From an optimization exercise on the open Yosys and OpenROAD flow, aimed at small area, a short achievable clock period and few clock cycles per item; shortcuts taken in it are not production practice. Function was checked by simulation only, so behaviour that the tests miss may differ from the original. Power and IR drop assume default switching activity.

// touch_pad_baseline_and_detect_unit
module touch_pad_baseline_and_detect_unit #(
	parameter int CAL_SAMPLES   = 10,
	parameter int TRIM_EACH_END = 2,
	parameter int COUNT_WIDTH   = 16
) (
	input  logic                           clk,
	input  logic                           arst_n,
	input  logic                           in_valid,
	output logic                           in_stall,
	input  logic                           action,
	input  logic [15:0]                    charge_count,
	output logic                           out_valid,
	input  logic                           out_stall,
	output logic                           result_kind,
	output logic                           pressed,
	output logic [15:0]                    baseline_value,
	output logic                           cal_error,
	input  logic                           psel,
	input  logic                           penable,
	input  logic                           pwrite,
	input  logic [tpbd_pkg::PADDR_W-1:0]   paddr,
	input  logic [tpbd_pkg::PDATA_W-1:0]   pwdata,
	output logic [tpbd_pkg::PDATA_W-1:0]   prdata,
	output logic                           pready
);
	localparam int SUM_W = 19;
	function automatic logic [9:0] div3_8(input logic [1:0] r_in, input logic [7:0] b);
		logic [1:0] r;
		logic [7:0] q;
		r = r_in;
		for (int i = 7; i >= 0; i--) begin
			q[i] = r[1] | (r[0] & b[i]);
			r    = b[i] ? {r[1], ~(r[1] | r[0])} : {r[0], r[1]};
		end
		div3_8 = {r, q};
	endfunction
	logic        rep_q;
	logic [15:0] gate_q;
	logic [15:0] maxc_q;
	logic [15:0] rd_q;
	logic        cfg_wr;
	assign pready = 1'b1;
	assign cfg_wr = psel && penable && pwrite;
	always_ff @(posedge clk or negedge arst_n) begin
		if (!arst_n) begin
			rep_q  <= RST_REPEAT_MODE;
			gate_q <= RST_GATE_THRESHOLD;
			maxc_q <= RST_MAX_COUNT;
		end else if (cfg_wr) begin
			unique case (paddr[3:2])
  ...
Size in the first run: about 1400 cells after synthesis, roughly 230 flip-flops, about 0.012 mm2 of cells after synthesis.
clock: 8.0 ns
lec_check: 0
abc_area: 1
cap_margin: 20
core_margin: 2
core_utilization: 50
cts_cluster_diameter: 100
cts_cluster_size: 24
gpl_routability_driven: 0
slew_margin: 20
standard.sh (not shown) runs the stock make flow with config.mk's settings and CLKGATE_MAP_FILE= SYNTH_SCRIPT=/design/flow/synth_recipe.tcl, a recipe that flattens the netlist after the stock synthesis.
==> flow/flow/run.sh <==
#!/bin/bash
# The standard layout with the standard synthesis unchanged. Two changes
# to how the layout is made: every port still gets a buffer, but a plain
# buf_2 rather than the delay cell the resizer picks by default; and the
# setup repair aims a little further below the clock period.
set -euo pipefail
bash standard.sh 'BUFFER_PORTS_ARGS=-buffer_cell sky130_fd_sc_hd__buf_2' SETUP_SLACK_MARGIN=5.3 finish > make_finish.log 2>&1
Testbench counts at the start, summed over its fixed seeds: cycles 5,272, results 1,600.
Edit:
Settings changed: CORE_UTILIZATION 50 to 40, GPL_ROUTABILITY_DRIVEN 0 to default.
After rerunning: Sequential power hardly moves. Clock skew grows by 0.0045 ns. Global-route usage is lower by 4.2 points. Setup slack gets better by 0.0052 ns. Register-to-register slack is better by 0.04 ns.
Edit:
==> flow/flow/run.sh (replaced) <==
#!/bin/bash
# The standard layout with the standard synthesis unchanged. Changes to
# how the layout is made: every port still gets a buffer, but plain buf_1
# (inputs) and buf_2 (outputs) rather than the delay cell the resizer picks by
# default (flow/ports.tcl, run just before global placement in place of the
# standard port buffering); and the setup repair aims a little further below
# the clock period.
set -euo pipefail
bash standard.sh DONT_BUFFER_PORTS=1 "PRE_GLOBAL_PLACE_TCL=$PWD/flow/ports.tcl" SETUP_SLACK_MARGIN=5.3 finish > make_finish.log 2>&1
==> flow/flow/ports.tcl (new file) <==
# Port buffers: every input and output port gets one buffer, as in the
# standard flow; inputs get buf_1 (they have timing to spare), outputs buf_2.
buffer_ports -inputs -buffer_cell sky130_fd_sc_hd__buf_1
buffer_ports -outputs -buffer_cell sky130_fd_sc_hd__buf_2
Outcome: Final area fell by 3.5%. Core utilization goes down by 1.6 points. Final cell count falls by 4.4%. Setup slack gets better by 0.051 ns. Wire length falls by 2.0%. Hold slack improved by 0.012 ns. Critical path depth falls by 1. Area after synthesis does not change. Synthesized cell count stays the same.
Edit:
==> flow/flow/run.sh (replaced) <==
#!/bin/bash
# The standard layout with the standard synthesis unchanged. Two changes
# to how the layout is made: every port still gets a buffer, but a plain
# buf_2 rather than the delay cell the resizer picks by default; and the
# setup repair aims a little further below the clock period.
set -euo pipefail
bash standard.sh 'BUFFER_PORTS_ARGS=-buffer_cell sky130_fd_sc_hd__buf_2' SETUP_SLACK_MARGIN=5.3 finish > make_finish.log 2>&1
Settings changed: CORE_UTILIZATION 40 to 55.
removed: flow/flow/ports.tcl
Maximum frequency came out lower slightly. Power went up by a few percent. Clock-buffer cell count does not change. Setup slack loses 0.052 ns. Area after synthesis does not change.
Edit:
Settings changed: CORE_UTILIZATION 55 to 40, CTS_CLUSTER_DIAMETER 100 to 120, CTS_CLUSTER_SIZE 24 to 30.
The changed run went through all stages and came out clean.
Global-route usage is lower by 6.1 points.
Clock-buffer cell count is lower by 5.
Worst setup slack gets better by 0.0033 ns.
Wire length is higher slightly.
Synthesized cell count does not change.

---

## build 55
Another version of the RTL of touch_pad_baseline_and_detect_unit (not shown whole).
For scale: ~210 flip-flops, roughly 13000 um^2 of cells after synthesis.
make LEC_CHECK=0 CAP_MARGIN=20 CORE_MARGIN=2 CORE_UTILIZATION=40 SLEW_MARGIN=20 finish   # period 8.0 ns
run.sh (not shown) runs the stock make flow with config.mk's settings and CLKGATE_MAP_FILE= SYNTH_SCRIPT=/design/flow/synth_recipe.tcl, a recipe that flattens the netlist after the stock synthesis.
Stock flow here: none of the scripts above is used.
Testbench counts of build 55, summed over its fixed seeds: cycles 5,264, results 1,600.
For build 71, these inputs were changed with respect to build 55:
-- flow/config.mk --
<<< build 55, line 11
>>> build 71, line 11
export SETUP_SLACK_MARGIN = 5
Findings:
On global-route usage: build 71 sits above build 55. From build 71 to build 55, number of nets with antenna violations after detailed routing did not move at all. Build 71 gives more total of cells resized after clock tree synthesis than build 55 did. Termination of the worst setup path: u_trim_mean.lo2_q[15] -> build 55, u_trim_mean.hi2_q[9] -> build 71. Between build 71 and build 55, the share of total power in sequential cells is higher for build 55.
Inputs modified between build 71 and build 18:
-- flow/config.mk --
<<< build 71, line 8
>>> build 18, line 8
export ABC_AREA = 1
--- outcome ---
- In build 18 relative to build 71, cell row count had gone down by a few percent.
- Build 18 ended up with charge_count[3] as its launch point of the critical path; build 71 ended up with charge_count[4].
- Per the comparison of build 18 with build 71, transition time at the pin with the least slew margin now larger; count of inverters other than clock inverters in the layout now larger; routed length on met1 now smaller; global-route wire length before repair now smaller.

-- re-timing with driven ports --
Ports are ideal in the flow. The routed layouts listed here were re-timed in OpenROAD. Step 1 sets driving cells, clkbuf_16 on the clock port and buf_2 on the other inputs (assumed; they add their load-dependent delay and slew). Step 2 adds t to the input delays and takes it off the output delays; t is the mean of the earliest and latest rising clock arrival at the registers after step 1. Input paths then give back, and output paths get back, about the clock's delay inside the block. Slacks: no drivers / after step 1 / after step 2; pairs: no drivers / after step 1.
| run | shift t [ns] | setup slack, ns | hold WS [ns] | slew at the worst register clock pin (ns) | slew violations | max-capacitance violations | cell pins on the clock port's net |
|---|---|---|---|---|---|---|---|
| the first run of note 1 | 0.537 | 5.322 / 5.273 / 4.899 | 0.357 / 0.357 / 0.357 | 0.10 / 0.10 | 0 / 0 | 0 / 0 | 1 |
| the second run of note 1 | 0.537 | 5.327 / 5.275 / 4.935 | 0.361 / 0.361 / 0.361 | 0.10 / 0.10 | 0 / 0 | 0 / 0 | 1 |
| the third run of note 1 | 0.522 | 5.378 / 5.330 / 4.864 | 0.372 / 0.372 / 0.372 | 0.10 / 0.10 | 0 / 73 | 0 / 1 | 1 |
| the fourth run of note 1 | 0.527 | 5.325 / 5.278 / 4.979 | 0.359 / 0.359 / 0.359 | 0.10 / 0.10 | 0 / 0 | 0 / 0 | 1 |
| the fifth run of note 1 | 0.512 | 5.329 / 5.284 / 4.939 | 0.365 / 0.365 / 0.365 | 0.12 / 0.12 | 0 / 0 | 0 / 0 | 1 |
| build 55 | 0.558 | 2.937 / 2.952 / 2.394 | 0.413 / 0.413 / 0.413 | 0.06 / 0.06 | 0 / 0 | 0 / 0 | 1 |
| build 71 | 0.571 | 4.709 / 4.704 / 4.133 | 0.409 / 0.409 / 0.409 | 0.06 / 0.06 | 0 / 0 | 0 / 0 | 1 |
| build 18 | 0.564 | 4.813 / 4.796 / 4.233 | 0.409 / 0.409 / 0.409 | 0.06 / 0.06 | 0 / 0 | 0 / 0 | 1 |
After both steps every run listed still meets setup and hold. With drivers on, slew violations rise in the third run of note 1. The drivers bring new capacitance violations in the third run of note 1. The setup slack of build 18, which loses most, moves by -0.017 ns with the drivers and by -0.580 ns with both steps.
